Background: an optimization exercise with open tools, aiming at small area. Do not read the settings as production practice.
The RTL was checked by simulation tests, not by an equivalence proof against the original design.

File: design/flow/run.sh
#!/bin/bash
# synth_recipe.tcl (not shown) runs the flow's synth.tcl, then flattens the netlist and writes it again
# the make line also repeats each setting of config.mk as NAME=value (left out here)
make -C /OpenROAD-flow-scripts/flow DESIGN_CONFIG=/design/flow/config.mk WORK_HOME=/design/flow/orfs CLKGATE_MAP_FILE= SYNTH_SCRIPT=/design/flow/synth_recipe.tcl finish
File: design/flow/config.mk
export PLATFORM = sky130hd
export DESIGN_NAME = chol_update_top
export DESIGN_NICKNAME = chol_update_top
export VERILOG_FILES = /design/flow/design.v
export SDC_FILE = /design/flow/constraint.sdc
export NUM_CORES = 4
export LEC_CHECK = 0
export CAP_MARGIN = 20
export CORE_MARGIN = 2
export CORE_UTILIZATION = 40
export SLEW_MARGIN = 20
File: design/flow/constraint.sdc
create_clock -name core_clock -period 12.0 [get_ports {clk}]
set_input_delay 2.4000 -clock core_clock [delete_from_list [all_inputs] [get_ports {clk}]]
set_output_delay 2.4000 -clock core_clock [all_outputs]
set_load 0.01 [all_outputs]
File: design/flow/design.v
`default_nettype none
package chol_types_pkg;
  typedef logic signed [16-1:0] sample_t;
  typedef logic signed [32-1:0] word_t;
  typedef logic signed [2*32-1:0] wide_t;
  typedef enum logic [1:0] {
    IDLE,     
    DOT,      
    DIVIDE,   
    ROOT      
  } solve_phase_t;
endpackage
`default_nettype wire
`default_nettype none
package chol_mem_pkg;
  typedef logic [$clog2(4)-1:0] em_idx_t;
  typedef logic [$clog2((4 * (4 + 1) / 2))-1:0] tri_addr_t;
  typedef enum logic [1:0] {
    SOLVER,
    GRAM,
    READOUT
  } req_id_t;
endpackage
`default_nettype wire
`timescale 1ns/1ps
`default_nettype none
module fixed_divider (
  input  logic                  clk,
  input  logic                  rst,
  input  logic                  div_start,
  input  chol_types_pkg::word_t div_n,
  input  chol_types_pkg::word_t div_d,
  output logic                  div_busy,
  output logic                  div_done,
  output chol_types_pkg::word_t div_q
);
  localparam int STEPS = 32 + 16;
  localparam int CNT_W = $clog2(STEPS);
  localparam logic [CNT_W-1:0] CNT_INIT = CNT_W'(STEPS - 1);
  logic [STEPS-1:0]   acc;   
  logic [STEPS-1:0]   acc_in;
  logic [STEPS-1:0]   acc_next;
  logic [32-1:0] den;
  logic [32-1:0] den_in;
  logic [32-1:0] rem;
  logic [32-1:0] rem_in;
  logic [32:0]   rem_sh;
  logic [32:0]   trial;
  logic [CNT_W-1:0]   cnt;
  logic               neg;
  logic               load;
  function automatic logic [32-1:0] mag(input logic [32-1:0] v);
    mag = v[32-1] ? -v : v;
  endfunction
  assign load = div_start && !div_busy;
  always_comb begin
    if (load) begin
      acc_in = {mag(div_n), {16{1'b0}}};
      den_in = mag(div_d);
      rem_in = '0;
    end else begin
      acc_in = acc;
      den_in = den;
      rem_in = rem;
    end
    rem_sh   = {rem_in, acc_in[STEPS-1]};
    trial    = rem_sh - {1'b0, den_in};
    acc_next = {acc_in[STEPS-2:0], ~trial[32]};
  end
  always_ff @(posedge clk) begin
    if (rst) begin
      div_busy <= 1'b0;
      div_done <= 1'b0;
      cnt      <= '0;
    end else begin
      div_done <= 1'b0;
      if (load || div_busy) begin
        acc <= acc_next;
        den <= den_in;
        rem <= trial[32] ? rem_sh[32-1:0] : trial[32-1:0];   
      end
      if (load) begin
        div_busy <= 1'b1;
        cnt      <= CNT_INIT;
        neg      <= div_n[32-1] ^ div_d[32-1];
      end else if (div_busy && cnt == CNT_W'(1)) begin
        div_busy <= 1'b0;
        div_done <= 1'b1;
        div_q    <= neg ? -acc_next[32-1:0] : acc_next[32-1:0];
      end else if (div_busy) begin
        cnt <= cnt - 1'b1;
      end
    end
  end
endmodule
`default_nettype wire
`timescale 1ns/1ps
`default_nettype none
module fixed_sqrt (
  input  logic                  clk,
  input  logic                  rst,
  input  logic                  sqrt_start,
  input  chol_types_pkg::word_t sqrt_n,
  output logic                  sqrt_busy,
  output logic                  sqrt_done,
  output chol_types_pkg::word_t sqrt_root
);
  localparam int RAD_W  = 32 + 16;   
  localparam int ROOT_W = RAD_W / 2;
  localparam int REM_W  = ROOT_W + 2;
  localparam int CNT_W  = $clog2(ROOT_W);
  localparam logic [CNT_W-1:0] CNT_INIT = CNT_W'(ROOT_W - 1);
  logic [RAD_W-1:0]  rad;
  logic [RAD_W-1:0]  rad_in;
  logic [ROOT_W-1:0] root;
  logic [ROOT_W-1:0] root_in;
  logic [ROOT_W-1:0] root_next;
  logic [REM_W-1:0]  rem;
  logic [REM_W-1:0]  rem_in;
  logic [REM_W-1:0]  rem_sh;
  logic [REM_W:0]    trial;
  logic [CNT_W-1:0]  cnt;
  logic              load;
  assign load = sqrt_start && !sqrt_busy;
  always_comb begin
    if (load) begin
      rad_in  = sqrt_n[32-1] ? '0 : {sqrt_n, {16{1'b0}}};   
      root_in = '0;
      rem_in  = '0;
    end else begin
      rad_in  = rad;
      root_in = root;
      rem_in  = rem;
    end
    rem_sh    = {rem_in[REM_W-3:0], rad_in[RAD_W-1 -: 2]};
    trial     = {1'b0, rem_sh} - {1'b0, root_in, 2'b01};
    root_next = {root_in[ROOT_W-2:0], ~trial[REM_W]};
  end
  always_ff @(posedge clk) begin
    if (rst) begin
      sqrt_busy <= 1'b0;
      sqrt_done <= 1'b0;
      cnt       <= '0;
    end else begin
      sqrt_done <= 1'b0;
      if (load || sqrt_busy) begin
        rad  <= rad_in << 2;
        root <= root_next;
        rem  <= trial[REM_W] ? rem_sh : trial[REM_W-1:0];
      end
      if (load) begin
        sqrt_busy <= 1'b1;
        cnt       <= CNT_INIT;
      end else if (sqrt_busy && cnt == CNT_W'(1)) begin
        sqrt_busy <= 1'b0;
        sqrt_done <= 1'b1;
        sqrt_root <= {{(32 - ROOT_W){1'b0}}, root_next};
      end else if (sqrt_busy) begin
        cnt <= cnt - 1'b1;
      end
    end
  end
endmodule
`default_nettype wire
`timescale 1ns/1ps
`default_nettype none
module tri_store_arbiter (
  input  logic                  clk,
  input  logic                  rst,
  input  logic                  sol_req,
  input  logic                  sol_we,
  input  logic                  sol_gram,
  input  chol_mem_pkg::em_idx_t sol_row,
  input  chol_mem_pkg::em_idx_t sol_col,
  input  chol_types_pkg::word_t sol_wdata,
  input  logic                  gram_wr,
  input  chol_mem_pkg::em_idx_t gram_j,
  input  chol_types_pkg::word_t gram_data,
  input  logic                  rd_req,
  input  chol_mem_pkg::em_idx_t rd_row,
  input  chol_mem_pkg::em_idx_t rd_col,
  output logic                  sol_gnt,
  output chol_types_pkg::word_t rd_word,
  output chol_types_pkg::word_t rd_data,
  output logic                  rd_valid
);
  chol_types_pkg::word_t   l_mem [(4 * (4 + 1) / 2)];
  chol_types_pkg::word_t   gram_col [4];   
  chol_types_pkg::word_t   rdata_q;
  chol_mem_pkg::req_id_t   win;
  chol_mem_pkg::tri_addr_t addr;
  logic                    rd_gnt;
  function automatic chol_mem_pkg::tri_addr_t fold_addr(chol_mem_pkg::em_idx_t r,
                                                        chol_mem_pkg::em_idx_t c);
    chol_mem_pkg::em_idx_t hi;
    chol_mem_pkg::em_idx_t lo;
    hi = (r >= c) ? r : c;
    lo = (r >= c) ? c : r;
    fold_addr = (hi * (hi + 1)) / 2 + lo;   
  endfunction
  always_comb begin
    if (sol_req) win = chol_mem_pkg::SOLVER;
    else if (gram_wr) win = chol_mem_pkg::GRAM;
    else win = chol_mem_pkg::READOUT;
  end
  assign sol_gnt = (win == chol_mem_pkg::SOLVER);
  assign rd_gnt  = (win == chol_mem_pkg::READOUT) && rd_req && !rd_valid;   
  assign addr    = sol_gnt ? fold_addr(sol_row, sol_col) : fold_addr(rd_row, rd_col);
  assign rd_word = rdata_q;
  assign rd_data = rdata_q;
  always_ff @(posedge clk) begin
    if (sol_gnt && sol_we && !sol_gram) l_mem[addr] <= sol_wdata;
    if (gram_wr) gram_col[gram_j] <= gram_data;
    rdata_q <= (sol_gnt && sol_gram) ? gram_col[sol_col] : l_mem[addr];
  end
  always_ff @(posedge clk) begin
    if (rst) rd_valid <= 1'b0;
    else rd_valid <= rd_gnt;
  end
endmodule
`default_nettype wire
`timescale 1ns/1ps
`default_nettype none
module gram_accumulator (
  input  logic                    clk,
  input  logic                    rst,
  input  logic                    start,
  input  chol_mem_pkg::em_idx_t   row_k,
  input  chol_types_pkg::sample_t u_sample,
  input  chol_types_pkg::sample_t vec_sample,
  input  logic                    sample_valid,
  output logic                    band_req,
  output chol_mem_pkg::em_idx_t   band_col,
  output logic [$clog2(8)-1:0]      band_idx,
  output logic                    gram_wr,
  output chol_mem_pkg::em_idx_t   gram_j,
  output chol_types_pkg::word_t   gram_data,
  output logic                    gram_done
);
  localparam logic [$clog2(8)-1:0] LAST_BAND = $clog2(8)'(8 - 1);
  chol_mem_pkg::em_idx_t k_r;
  chol_mem_pkg::em_idx_t rx_col;
  chol_mem_pkg::em_idx_t prod_col;
  logic [$clog2(8)-1:0]    rx_band;
  logic                  prod_v;
  logic                  prod_last;
  chol_types_pkg::word_t prod_r;
  chol_types_pkg::word_t acc;
  chol_types_pkg::word_t sum_next;
  assign sum_next = acc + prod_r;
  always_ff @(posedge clk) begin
    if (rst) begin
      band_req  <= 1'b0;
      band_col  <= '0;
      band_idx  <= '0;
      k_r       <= '0;
      rx_col    <= '0;
      rx_band   <= '0;
      prod_v    <= 1'b0;
      prod_last <= 1'b0;
      gram_wr   <= 1'b0;
      gram_j    <= '0;
      gram_done <= 1'b0;
    end else begin
      if (start) begin
        band_req <= 1'b1;
        band_col <= '0;
        band_idx <= '0;
        k_r      <= row_k;
      end else if (band_req) begin
        if (band_idx == LAST_BAND) begin
          band_idx <= '0;
          if (band_col == k_r) band_req <= 1'b0;
          else band_col <= band_col + 1'b1;
        end else begin
          band_idx <= band_idx + 1'b1;
        end
      end
      prod_v <= sample_valid;
      if (start) begin
        rx_band <= '0;
        rx_col  <= '0;
        acc     <= '0;
      end else if (sample_valid) begin
        prod_r    <= u_sample * vec_sample;   
        prod_col  <= rx_col;
        prod_last <= (rx_band == LAST_BAND);
        if (rx_band == LAST_BAND) begin
          rx_band <= '0;
          rx_col  <= rx_col + 1'b1;
        end else begin
          rx_band <= rx_band + 1'b1;
        end
      end
      if (prod_v && !start) acc <= prod_last ? '0 : sum_next;   
      gram_wr <= prod_v && prod_last;
      if (prod_v && prod_last) begin
        gram_j    <= prod_col;
        gram_data <= sum_next;
      end
      gram_done <= gram_wr && (gram_j == k_r);
    end
  end
endmodule
`default_nettype wire
`timescale 1ns/1ps
`default_nettype none
module row_solver (
  input  logic                  clk,
  input  logic                  rst,
  input  logic                  start,
  input  chol_mem_pkg::em_idx_t row_k,
  input  logic                  gram_done,
  input  logic                  sol_gnt,
  input  chol_types_pkg::word_t rd_word,
  input  logic                  div_done,
  input  chol_types_pkg::word_t div_q,
  input  logic                  div_busy,
  input  logic                  sqrt_done,
  input  chol_types_pkg::word_t sqrt_root,
  input  logic                  sqrt_busy,
  output logic                  busy,
  output logic                  done,
  output logic                  sol_req,
  output logic                  sol_we,
  output logic                  sol_gram,
  output chol_mem_pkg::em_idx_t sol_row,
  output chol_mem_pkg::em_idx_t sol_col,
  output chol_types_pkg::word_t sol_wdata,
  output logic                  div_start,
  output chol_types_pkg::word_t div_n,
  output chol_types_pkg::word_t div_d,
  output logic                  sqrt_start,
  output chol_types_pkg::word_t sqrt_n
);
  typedef enum logic [1:0] {
    OP_GRAM,   
    OP_LJ,     
    OP_LK,     
    OP_DIAG    
  } dot_op_t;
  chol_types_pkg::solve_phase_t phase;
  dot_op_t                      op;
  chol_mem_pkg::em_idx_t        k_r;
  chol_mem_pkg::em_idx_t        j_r;
  chol_mem_pkg::em_idx_t        m_r;
  logic                         pend;    
  logic                         wr_on;   
  logic                         go_r;    
  logic                         dot_last;
  chol_types_pkg::word_t        g_r;
  chol_types_pkg::word_t        sum_r;
  chol_types_pkg::word_t        a_r;
  chol_types_pkg::word_t        d_r;
  chol_types_pkg::word_t        res_r;
  chol_types_pkg::word_t        diff;
  chol_types_pkg::wide_t        prod;
  assign prod = chol_types_pkg::wide_t'(a_r) * chol_types_pkg::wide_t'(rd_word);
  assign diff = g_r - sum_r;
  assign div_n     = diff;
  assign div_d     = d_r;
  assign sqrt_n    = diff;
  assign sol_wdata = res_r;
  assign div_start  = go_r && (phase == chol_types_pkg::DIVIDE) && !div_busy;
  assign sqrt_start = go_r && (phase == chol_types_pkg::ROOT) && !sqrt_busy;
  assign sol_req  = wr_on || ((phase == chol_types_pkg::DOT) && !pend);
  assign sol_we   = wr_on;
  assign sol_gram = (phase == chol_types_pkg::DOT) && (op == OP_GRAM);
  assign dot_last = (op == OP_GRAM) ? (j_r == '0)
                                    : (chol_mem_pkg::em_idx_t'(m_r + 1'b1) == j_r);
  always_comb begin
    sol_row = k_r;   
    sol_col = j_r;
    if (!wr_on) begin
      case (op)
        OP_LJ: begin
          sol_row = j_r;
          sol_col = m_r;
        end
        OP_LK:   sol_col = m_r;
        OP_DIAG: sol_row = j_r;
        default: ;
      endcase
    end
  end
  always_ff @(posedge clk) begin
    if (rst) begin
      phase <= chol_types_pkg::IDLE;
      op    <= OP_GRAM;
      busy  <= 1'b0;
      done  <= 1'b0;
      pend  <= 1'b0;
      wr_on <= 1'b0;
      go_r  <= 1'b0;
      k_r   <= '0;
      j_r   <= '0;
      m_r   <= '0;
    end else begin
      done <= 1'b0;
      case (phase)
        chol_types_pkg::IDLE: begin
          if (done) begin
            busy <= 1'b0;
          end else if (!busy && start) begin
            busy <= 1'b1;
            k_r  <= row_k;
          end else if (busy && gram_done) begin
            phase <= chol_types_pkg::DOT;
            op    <= OP_GRAM;
            j_r   <= '0;
            m_r   <= '0;
            sum_r <= '0;
          end
        end
        chol_types_pkg::DOT: begin
          if (!pend) begin
            pend <= sol_gnt;
          end else begin
            pend <= 1'b0;
            case (op)
              OP_LJ: begin
                a_r <= rd_word;
                op  <= OP_LK;
              end
              OP_DIAG: begin
                d_r   <= rd_word;
                phase <= chol_types_pkg::DIVIDE;
                go_r  <= 1'b1;
              end
              default: begin
                if (op == OP_GRAM) g_r <= rd_word;
                else sum_r <= sum_r + chol_types_pkg::word_t'(prod >>> 16);
                if (!dot_last) begin
                  if (op == OP_LK) m_r <= m_r + 1'b1;
                  op <= OP_LJ;
                end else if (j_r == k_r) begin
                  phase <= chol_types_pkg::ROOT;
                  go_r  <= 1'b1;
                end else begin
                  op <= OP_DIAG;
                end
              end
            endcase
          end
        end
        default: begin   
          if (div_start || sqrt_start) go_r <= 1'b0;
          if (div_done || sqrt_done) begin
            res_r <= (phase == chol_types_pkg::DIVIDE) ? div_q : sqrt_root;
            wr_on <= 1'b1;
          end
          if (wr_on && sol_gnt) begin
            wr_on <= 1'b0;
            if (phase == chol_types_pkg::ROOT) begin
              phase <= chol_types_pkg::IDLE;
              done  <= 1'b1;
            end else begin
              phase <= chol_types_pkg::DOT;   
              op    <= OP_GRAM;
              j_r   <= j_r + 1'b1;
              m_r   <= '0;
              sum_r <= '0;
            end
          end
        end
      endcase
    end
  end
endmodule
`default_nettype wire
`timescale 1ns/1ps
`default_nettype none
module chol_update_top (
  input  logic                    clk,
  input  logic                    rst,
  input  logic                    start,
  input  chol_mem_pkg::em_idx_t   row_k,
  input  chol_types_pkg::sample_t u_sample,
  input  chol_types_pkg::sample_t vec_sample,
  input  logic                    sample_valid,
  input  logic                    rd_req,
  input  chol_mem_pkg::em_idx_t   rd_row,
  input  chol_mem_pkg::em_idx_t   rd_col,
  output logic                    band_req,
  output chol_mem_pkg::em_idx_t   band_col,
  output logic [$clog2(8)-1:0]      band_idx,
  output chol_types_pkg::word_t   rd_data,
  output logic                    rd_valid,
  output logic                    busy,
  output logic                    done
);
  logic                  run_start;
  logic                  gram_wr;
  logic                  gram_done;
  chol_mem_pkg::em_idx_t gram_j;
  chol_types_pkg::word_t gram_data;
  logic                  sol_req;
  logic                  sol_we;
  logic                  sol_gram;
  logic                  sol_gnt;
  chol_mem_pkg::em_idx_t sol_row;
  chol_mem_pkg::em_idx_t sol_col;
  chol_types_pkg::word_t sol_wdata;
  chol_types_pkg::word_t rd_word;
  logic                  div_start;
  logic                  div_busy;
  logic                  div_done;
  chol_types_pkg::word_t div_n;
  chol_types_pkg::word_t div_d;
  chol_types_pkg::word_t div_q;
  logic                  sqrt_start;
  logic                  sqrt_busy;
  logic                  sqrt_done;
  chol_types_pkg::word_t sqrt_n;
  chol_types_pkg::word_t sqrt_root;
  assign run_start = start && !busy;   
  gram_accumulator u_gram (.start(run_start), .*);
  row_solver u_solver (.start(run_start), .*);
  tri_store_arbiter u_store (.*);
  fixed_divider u_div (.*);
  fixed_sqrt u_sqrt (.*);
endmodule
`default_nettype wire
==> results.toml <==
[placement]
dp_hpwl_mm = 165
portBuffers = 83
gp_congestion = 0.867
dpl.cell_count = 10700

[clock_network]
clkSlewWorstSetupHoldPaths_ns = 0.07
ctsResizeCount = 0
root_buffer = "clkbuf_16"
numClockSinks = 1035
tritoncts = "built"
tritoncts.num_buffers = 109
htreeDepth = 3
clk_path_buf_depth = 3
cts_setup_buffers = 0
insertion_delay_ns = 0.78
cts_hold_buf = 0

[floorplanning]
start_util_pct = 40.1
core_um2 = 217000
die_y_um = 470
rows = 171
io-pin-count = 84
die_w_um = 470
die-area_um2 = 221000

[sta]
fin_worst_skew_ns = 0.100
tns_ns = 0
min_period_ns = 10.65
rsz0062_at_grt = "false"
hold_violations = 0
worst_pin_slew_ns = 1.23
setup_viol = 0
slew_violations = 0
post-route-period-util_pct = 88.8
slew_headroom_pct = 18.2
fmax_ghz = 0.0939

[global_route]
grt_usage_pct = 20.3
grt_antenna_before_repair = 6
grt_pass1_wl_mm = 350
grt_pass1_vias = 59900
grt_max_degree = 129
grt_overflow_total = 0

[synth]
ys_ff_latch = 1035
ys_async_sr_fraction_pct = 0
yosys.area_share.simple_pct = 13.6
yosys_warnings = 5
syn-num-nets = 9550
synth_xor_area_share_pct = 3.45
synth.top_cell.area_share_pct = 33.0
postSynthCellCount = 7966
synth_area_leaders = "edfxtp_1 (33%), fa_1 (26%), ha_1 (6.3%)"
synth_most_common_cell = "inv_1"
muxShareOfSynthArea_pct = 2.74
ys_seq_area_share_pct = 34.9
synth_top_family_by_area = "adder cells"
synth_commonest_cells = "inv_1 (1265), fa_1 (1106), edfxtp_1 (953)"
ys_dominant_reg_cell = "edfxtp_1"
synth_compound_area_share_pct = 6.63
synth_top_area_cell = "edfxtp_1"
synth_cell_types = 86
synth_edf_count = 953
syn-mean-instance-area_um2 = 10.9
synth_fa_ha_area_share_pct = 31.8
syn-cell-area_um2 = 86800

[drt]
drc = 0
routed_wl_mm = 222
drt_iter0_drc = 4022
antenna_left = 0
firstDrtPassIters = 6
via_count = 56700
viasPerCell = 5.21
wl_per_cell_um = 20.4

[setup_path]
end_kind = "register"
cp_slowest_cell = "edfxtp_1"
cp.required_ns = 12.46
cpPeakStageDelay_ns = 0.98
path_class = "reg -> reg"
cp_common_cell = "fa_1"
arrival_ns = 11.11
critical_path_peak_fanout = 21
cp-start-kind = "register"

[layout]
nNetsFinal = 9520
drive_above_1_share_pct = 6.13
instances_no_fill = 10900
area_growth_pct = 9.28
final_core_util_pct = 43.8
nFillCells = 20200

[job]
maxCapViolCount = 0

[min_path]
hold_path.class = "reg -> reg"

[status]
status = "timing/DRC/antenna clean"
==> area by class of cell <==
| cell class | count | area, um^2 | share of cell area (%) |
|---|---|---|---|
| Antenna cell | 8 | 20.0 | 0.0211 |
| Clock buffer | 123 | 2790 | 2.94 |
| Clock inverter | 83 | 962 | 1.01 |
| Inverter | 1267 | 4760 | 5.01 |
| Multi-Input combinational cell | 5319 | 50700 | 53.5 |
| Sequential cell | 1035 | 30300 | 31.9 |
| Tap cell | 2854 | 3570 | 3.76 |
| Timing Repair Buffer | 204 | 1750 | 1.85 |
==> worst paths after layout <==
path | from | to | slack [ns] | depth (start not counted)
setup reg to reg | u_solver.a_r[3] | u_solver.sum_r[31] | 1.35 | 38
hold / removal | u_store.rd_valid | u_store.rd_valid | 0.44 | 1
setup / recovery | u_solver.a_r[3] | u_solver.sum_r[31] | 1.35 | 38
hold reg to reg | u_store.rd_valid | u_store.rd_valid | 0.44 | 1
==> registers in the layout, summed over array words and instances, names as in the netlist, 32 cells and up <==
name / count
u_div.acc: 48
u_div.den: 32
u_div.div_q: 32
u_div.rem: 32
u_gram.acc: 32
u_gram.gram_data: 32
u_gram.prod_r: 32
u_solver.a_r: 32
u_solver.d_r: 32
u_solver.g_r: 32
u_solver.res_r: 32
u_solver.sum_r: 32
u_store.gram_col: 128
u_store.l_mem: 320
u_store.rdata_q: 32
==> worst max-delay path, delay by kind of cell (launching register included) <==
| kind | cells | cell delay, ns |
|---|---|---|
| buffers and inverters | 6 | 0.51 |
| flip-flops | 1 | 0.98 |
| XOR/XNOR | 3 | 0.48 |
| AO/OA/AOI/OAI | 12 | 3.27 |
| AND/OR/NAND/NOR | 7 | 1.23 |
| adder cells (fa/ha/maj) | 10 | 3.91 |
==> routing by layer <==
layer | track usage, % | vias to the layer above | part of all wire (%)
met4 | 5.73 | 2 | 2.6
met1 | 28.0 | 29200 | 44
met2 | 33.8 | 1535 | 48
met3 | 2.37 | 246 | 5.6
li1 | - | 25700 | -
met5 | 0 | - | 0.0031
==> through the flow <==
step	hold slack [ns]	cell area [um^2]	setup slack, ns
2_1_floorplan	0.428	86800	2.63
3_3_place_gp	0.433	91100	1.66
3_5_place_dp	0.426	91100	1.51
4_1_cts	0.445	94800	1.45
5_1_grt	0.462	94800	0.718
6_report	0.437	94900	1.35
==> cells in the final DEF (no fill, tap or decap), types with 18 or more instances in the layout <==
cell type           n
clkdlybuf4s50_1    82
mux2_2             42
nand2b_1           64
fa_1             1106
nor2_1            249
a22o_1             20
nand3_1            81
and4b_1            26
o21ai_0           237
or3_1              27
dfxtp_2            20
nand2_1           951
clkinv_2           23
mux2i_1            44
clkinv_1           20
a211oi_1           56
o21a_1             43
buf_4             119
o21bai_1           23
and2_1            687
inv_1            1264
a21o_1             70
a31oi_1            20
clkbuf_16         109
mux4_2             64
xor2_1            122
edfxtp_1          953
o21ai_1            18
dfxtp_1            62
nor3_1             65
xnor2_1           216
a21oi_1           275
nor2b_1            76
and3_1             26
ha_1              435
o31ai_1            27
==> cell families (layout without fill, tap and decap cells) <==
group / count (synthesis) / after routing
and+or+nand+nor: 2365 / 2365
buffers and inverters: 1612 / 1677
adders and majority gates: 1541 / 1541
DFF: 1035 / 1035
AOI/OAI and AO/OA: 920 / 920
xor gates and xnor gates: 341 / 341
muxes: 152 / 152
other: 0 / 8

-- what the ideal ports hide --
In the flow no input, the clock included, has a driving cell. The finished layout below was timed again as built, in two steps. Step 1: set_driving_cell puts a clkbuf_16 on clk and a buf_2 on each other input, an assumption about the parent block. Step 2 also shifts input and output timing later by t, the mid clock arrival at the registers, as if the neighbouring blocks saw the same clock. Slacks: ideal ports / drivers / drivers and shift; pairs: ideal ports / drivers.
t (ns): 0.815
setup WS [ns]: 1.346 / 1.346 / 1.346
clock arrival spread, ns: 0.102 / 0.102
slew at the worst register clock pin (ns): 0.07 / 0.07
After both steps this run still meets setup and hold. The setup slack of this run moves by 0.000 ns with the drivers and by 0.000 ns with both steps.
